This is an optimization exercise on Yosys and OpenROAD, whose aim is small area, a short achievable clock period and few clock cycles per item, not a production implementation. The RTL was checked by simulation tests, not by an equivalence proof against the original design. Power figures rest on the tool's default switching activity, not on a simulated workload.

== zinc ==
==> flow/design.v <==
package olist_pkg;
  localparam int unsigned CAPACITY = 32;
  localparam int unsigned IDX_W    = $clog2(CAPACITY);
  localparam int unsigned CNT_W    = $clog2(CAPACITY + 1);
  localparam int unsigned POS_W    = 6;
  localparam int unsigned VAL_W    = 32;
  localparam int unsigned OP_W     = 2;
  localparam int unsigned ST_W     = 2;
  localparam int unsigned S_DATA_W = ((POS_W + VAL_W + 7) / 8) * 8;
  localparam int unsigned M_DATA_W = ((5 + 6 + 7) / 8) * 8;
  localparam int unsigned RES_W = ST_W + CNT_W + IDX_W;
  localparam int unsigned QDEPTH = 4;
  localparam logic [OP_W-1:0] OP_INSERT = 2'd0;
  localparam logic [OP_W-1:0] OP_DELETE = 2'd1;
  localparam logic [OP_W-1:0] OP_LOCATE = 2'd2;
  localparam logic [ST_W-1:0] ST_OK           = 2'd0;
  localparam logic [ST_W-1:0] ST_FULL         = 2'd1;
  localparam logic [ST_W-1:0] ST_BAD_POSITION = 2'd2;
  localparam logic [ST_W-1:0] ST_NOT_FOUND    = 2'd3;
endpackage
module olist_ram (
  input  logic                                     clk_i,
  input  logic [olist_pkg::CAPACITY-1:0]           hold_i,
  input  logic [olist_pkg::CAPACITY-1:0]           up_i,
  input  logic [olist_pkg::CAPACITY-1:0]           ld_i,
  input  logic [olist_pkg::CAPACITY-1:0]           dn_i,
  input  logic [olist_pkg::VAL_W-1:0]              val_i,
  output logic [olist_pkg::CAPACITY-1:0]           eq_o
);
  localparam int unsigned N = olist_pkg::CAPACITY;
  localparam int unsigned W = olist_pkg::VAL_W;
  logic [W-1:0] mem_q [N];
  logic [W-1:0] mem_d [N];
  always_comb begin
    for (int i = 0; i < N; i++) begin
      logic [W-1:0] lo, hi;
      lo   = (i > 0)     ? mem_q[(i > 0) ? i - 1 : 0] : '0;
      hi   = (i < N - 1) ? mem_q[(i < N - 1) ? i + 1 : i] : '0;
      mem_d[i] = ({W{hold_i[i]}} & mem_q[i])
               | ({W{up_i[i]}}  & lo)
               | ({W{dn_i[i]}}  & hi)
               | ({W{ld_i[i]}}  & val_i);
      eq_o[i] = (mem_q[i] == val_i);
    end
  end
  always_ff @(posedge clk_i) begin
    for (int i = 0; i < N; i++) begin
      mem_q[i] <= mem_d[i];
    end
  end
endmodule
module olist_seq (
  input  logic                          clk_i,
  input  logic                          rst_ni,
  input  logic                          push_i,
  input  logic [olist_pkg::RES_W-1:0]   res_i,
  output logic                          valid_o,
  input  logic                          ready_i,
  output logic [olist_pkg::RES_W-1:0]   res_o
);
  localparam int unsigned D = olist_pkg::QDEPTH;
  localparam int unsigned W = olist_pkg::RES_W;
  logic [W-1:0]           q_q [D];
  logic [$clog2(D+1)-1:0] cnt_q, cnt_d;
  logic                   valid_q;
  logic                   take;
  assign take = valid_q && ready_i;
  always_comb begin
    cnt_d = cnt_q;
    if (push_i && !take) cnt_d = cnt_q + 1'b1;
    if (!push_i && take) cnt_d = cnt_q - 1'b1;
  end
  always_ff @(posedge clk_i or negedge rst_ni) begin
    if (!rst_ni) begin
      cnt_q   <= '0;
      valid_q <= 1'b0;
    end else begin
      cnt_q   <= cnt_d;
      valid_q <= (cnt_d != '0);
    end
  end
  always_ff @(posedge clk_i) begin
    for (int i = 0; i < D; i++) begin
      if (take) begin
        if (i + 1 < D && cnt_q > ($clog2(D+1))'(i + 1)) q_q[i] <= q_q[(i + 1 < D) ? i + 1 : i];
        else q_q[i] <= res_i;
      end else if (cnt_q == ($clog2(D+1))'(i)) begin
        q_q[i] <= res_i;
      end
    end
  end
  assign valid_o = valid_q;
  assign res_o   = q_q[0];
endmodule
module ordered_list_insert_delete_search (
  input  logic                              clk_i,
  input  logic                              rst_ni,
  input  logic                              s_axis_tvalid,
  output logic                              s_axis_tready,
  input  logic [olist_pkg::S_DATA_W-1:0]    s_axis_tdata,
  input  logic [olist_pkg::OP_W-1:0]        s_axis_tuser,
  output logic                              m_axis_tvalid,
  input  logic                              m_axis_tready,
  output logic [olist_pkg::M_DATA_W-1:0]    m_axis_tdata,
  output logic [olist_pkg::ST_W-1:0]        m_axis_tuser
);
  localparam int unsigned N     = olist_pkg::CAPACITY;
  localparam int unsigned CNT_W = olist_pkg::CNT_W;
  localparam int unsigned IDX_W = olist_pkg::IDX_W;
  localparam int unsigned ST_W  = olist_pkg::ST_W;
  localparam int unsigned D     = olist_pkg::QDEPTH;
  logic                   ready_q;
  logic [$clog2(D+1)-1:0] out_q, out_d;
  logic                   accept;
  logic                   take;
  assign accept = s_axis_tvalid && ready_q;
  assign take   = m_axis_tvalid && m_axis_tready;
  always_comb begin
    out_d = out_q;
    if (accept && !take) out_d = out_q + 1'b1;
    if (!accept && take) out_d = out_q - 1'b1;
  end
  always_ff @(posedge clk_i or negedge rst_ni) begin
    if (!rst_ni) out_q <= '0;
    else         out_q <= out_d;
  end
  always_ff @(posedge clk_i) begin
    ready_q <= (out_d < ($clog2(D+1))'(D));
  end
  assign s_axis_tready = ready_q;
  logic                          a_ins, a_del, a_loc, a_v;
  logic [olist_pkg::POS_W-1:0]   a_pos;
  logic [olist_pkg::VAL_W-1:0]   a_val;
  always_ff @(posedge clk_i or negedge rst_ni) begin
    if (!rst_ni) begin
      a_ins <= 1'b0;
      a_del <= 1'b0;
      a_loc <= 1'b0;
      a_v   <= 1'b0;
    end else begin
      a_ins <= accept && (s_axis_tuser == olist_pkg::OP_INSERT);
      a_del <= accept && (s_axis_tuser == olist_pkg::OP_DELETE);
      a_loc <= accept && (s_axis_tuser == olist_pkg::OP_LOCATE);
      a_v   <= accept;
    end
  end
  always_ff @(posedge clk_i) begin
    a_pos <= s_axis_tdata[olist_pkg::POS_W-1:0];
    a_val <= s_axis_tdata[olist_pkg::POS_W+olist_pkg::VAL_W-1:olist_pkg::POS_W];
  end
  logic [CNT_W-1:0] n_q, n_d;
  logic [N-1:0]     nt_q, nt_d;      
  logic             full, p_nz, is_ins, is_del, is_loc;
  logic             ins_go, del_go, ins_ok, del_ok;
  logic [N:0]       therm;           
  logic [N-1:0]     hold, up, ld, dn, eq;
  logic [N-1:0]     ld_sel;          
  assign full   = nt_q[N-1];
  assign p_nz   = (a_pos != '0);
  assign is_ins = a_ins;
  assign is_del = a_del;
  assign is_loc = a_loc;
  assign ins_go = is_ins && !full;
  assign del_go = is_del;
  logic ins_in, del_in;
  always_comb begin
    ins_in = ld_sel[0];
    del_in = 1'b0;
    for (int i = 0; i < N; i++) begin
      if (i > 0) ins_in = ins_in || (ld_sel[i] && nt_q[(i > 0) ? i - 1 : 0]);
      del_in = del_in || (ld_sel[i] && nt_q[i]);
    end
  end
  assign ins_ok = ins_go && ins_in;
  assign del_ok = del_go && del_in;
  always_comb begin
    for (int j = 0; j <= N; j++) begin
      therm[j] = p_nz && (a_pos <= olist_pkg::POS_W'(j));
    end
    for (int i = 0; i < N; i++) begin
      ld_sel[i] = (a_pos == olist_pkg::POS_W'(i + 1));
      hold[i] = !(therm[i+1] && (ins_go || del_go));
      up[i]   = ins_go && therm[i];
      ld[i]   = ins_go && ld_sel[i];
      dn[i]   = del_go && therm[i+1];
    end
  end
  always_comb begin
    n_d = n_q;
    if (ins_ok) n_d = n_q + 1'b1;
    if (del_ok) n_d = n_q - 1'b1;
  end
  always_comb begin
    nt_d = nt_q;
    if (ins_ok) nt_d = {nt_q[N-2:0], 1'b1};
    if (del_ok) nt_d = {1'b0, nt_q[N-1:1]};
  end
  always_ff @(posedge clk_i or negedge rst_ni) begin
    if (!rst_ni) begin
      n_q  <= '0;
      nt_q <= '0;
    end else begin
      n_q  <= n_d;
      nt_q <= nt_d;
    end
  end
  olist_ram u_ram (
    .clk_i (clk_i),
    .hold_i(hold),
    .up_i  (up),
    .ld_i  (ld),
    .dn_i  (dn),
    .val_i (a_val),
    .eq_o  (eq)
  );
  logic             b_v;
  logic             b_loc;
  logic [ST_W-1:0]  b_st;
  logic [CNT_W-1:0] b_cnt;
  logic [N-1:0]     b_hit;
  always_ff @(posedge clk_i or negedge rst_ni) begin
    if (!rst_ni) b_v <= 1'b0;
    else         b_v <= a_v;
  end
  always_ff @(posedge clk_i) begin
    b_loc <= is_loc;
    b_cnt <= n_d;
    for (int i = 0; i < N; i++) begin
      b_hit[i] <= eq[i] && nt_q[i];
    end
    if (is_ins && full)                         b_st <= olist_pkg::ST_FULL;
    else if ((is_ins && !ins_ok) || (is_del && !del_ok)) b_st <= olist_pkg::ST_BAD_POSITION;
    else                                        b_st <= olist_pkg::ST_OK;
  end
  logic [IDX_W-1:0]     c_idx;
  logic                 c_found;
  logic [ST_W-1:0]      c_st;
  logic [olist_pkg::RES_W-1:0] c_res, q_res;
  always_comb begin
    c_idx   = '0;
    c_found = 1'b0;
    for (int i = N - 1; i >= 0; i--) begin
      if (b_hit[i]) begin
        c_idx   = IDX_W'(i);
        c_found = 1'b1;
      end
    end
    if (b_loc) c_st = c_found ? olist_pkg::ST_OK : olist_pkg::ST_NOT_FOUND;
    else       c_st = b_st;
    c_res = {c_st, b_cnt, b_loc ? c_idx : IDX_W'(0)};
  end
  olist_seq u_q (
    .clk_i   (clk_i),
    .rst_ni  (rst_ni),
    .push_i  (b_v),
    .res_i   (c_res),
    .valid_o (m_axis_tvalid),
    .ready_i (m_axis_tready),
    .res_o   (q_res)
  );
  assign m_axis_tuser = q_res[olist_pkg::RES_W-1 -: ST_W];
  assign m_axis_tdata = olist_pkg::M_DATA_W'({q_res[CNT_W+IDX_W-1:0]});
endmodule
clock: 6.0 ns
lec_check: 0
cap_margin: 20
core_margin: 2
core_utilization: 50
cts_buf_list: sky130_fd_sc_hd__clkbuf_16
cts_cluster_diameter: 100
cts_cluster_size: 24
setup_slack_margin: 3.45
slew_margin: 20
run.sh (not shown) runs the stock make flow with config.mk's settings and CLKGATE_MAP_FILE= SYNTH_SCRIPT=/design/flow/synth_recipe.tcl, a recipe that flattens the netlist after the stock synthesis.
Testbench counts of zinc, summed over its fixed seeds: cycles 4,824, items 4,800.
diff inputs: zinc => quartz
--- a/flow/design.v
+++ b/flow/design.v
@@ -145,5 +145,9 @@
     end
   end
-  always_ff @(posedge clk_i) begin
+  logic [N-1:0]                  a_slot;
+  always_ff @(posedge clk_i) begin
+    for (int i = 0; i < N; i++) begin
+      a_slot[i] <= (s_axis_tdata[olist_pkg::POS_W-1:0] == olist_pkg::POS_W'(i + 1));
+    end
     a_pos <= s_axis_tdata[olist_pkg::POS_W-1:0];
     a_val <= s_axis_tdata[olist_pkg::POS_W+olist_pkg::VAL_W-1:olist_pkg::POS_W];
@@ -179,5 +183,5 @@
     end
     for (int i = 0; i < N; i++) begin
-      ld_sel[i] = (a_pos == olist_pkg::POS_W'(i + 1));
+      ld_sel[i] = a_slot[i];
       hold[i] = !(therm[i+1] && (ins_go || del_go));
       up[i]   = ins_go && therm[i];
- Of the two values seen for launching instance or port of the critical path, nt_q[31] was produced by quartz and a_pos[3] by zinc.
- Compared with zinc, in quartz via count picked up an extra about 0.4%; routed wire length rose by 6.6%; worst setup slack rose 0.046 ns; design area decreased about 0.9%; proportion of cell area occupied by multi-input gates lower.
- Per the comparison of quartz with zinc, share of the cycle needed by the critical path after routing lost 0.76 points, fraction of power consumed by combinational cells lost 2.9 points.
Testbench counts of quartz, summed over its fixed seeds: cycles 4,824, items 4,800.

re-timing with driven ports:
In the flow no input, the clock included, has a driving cell. The finished layouts below were timed again as built, in two steps. Step 1 (the two cells are an assumption about what drives the block):
set clk [get_ports {clk_i}]
set_driving_cell -lib_cell sky130_fd_sc_hd__clkbuf_16 $clk
set_driving_cell -lib_cell sky130_fd_sc_hd__buf_2 [delete_from_list [all_inputs] $clk]
Step 2 also shifts input and output timing later by t, the mid clock arrival at the registers, as if the neighbouring blocks saw the same clock. a / b / c = no drivers / after step 1 / after step 2; a / b = the first two.
run	t (ns)	slack for setup (ns)	worst setup path after step 2
zinc	0.799	3.216 / 3.216 / 2.862	input to register
quartz	0.811	3.262 / 3.262 / 2.859	input to register
After both steps every run listed still meets setup and hold. The setup slack of quartz, which loses most, moves by 0.000 ns with the drivers and by -0.403 ns with both steps.
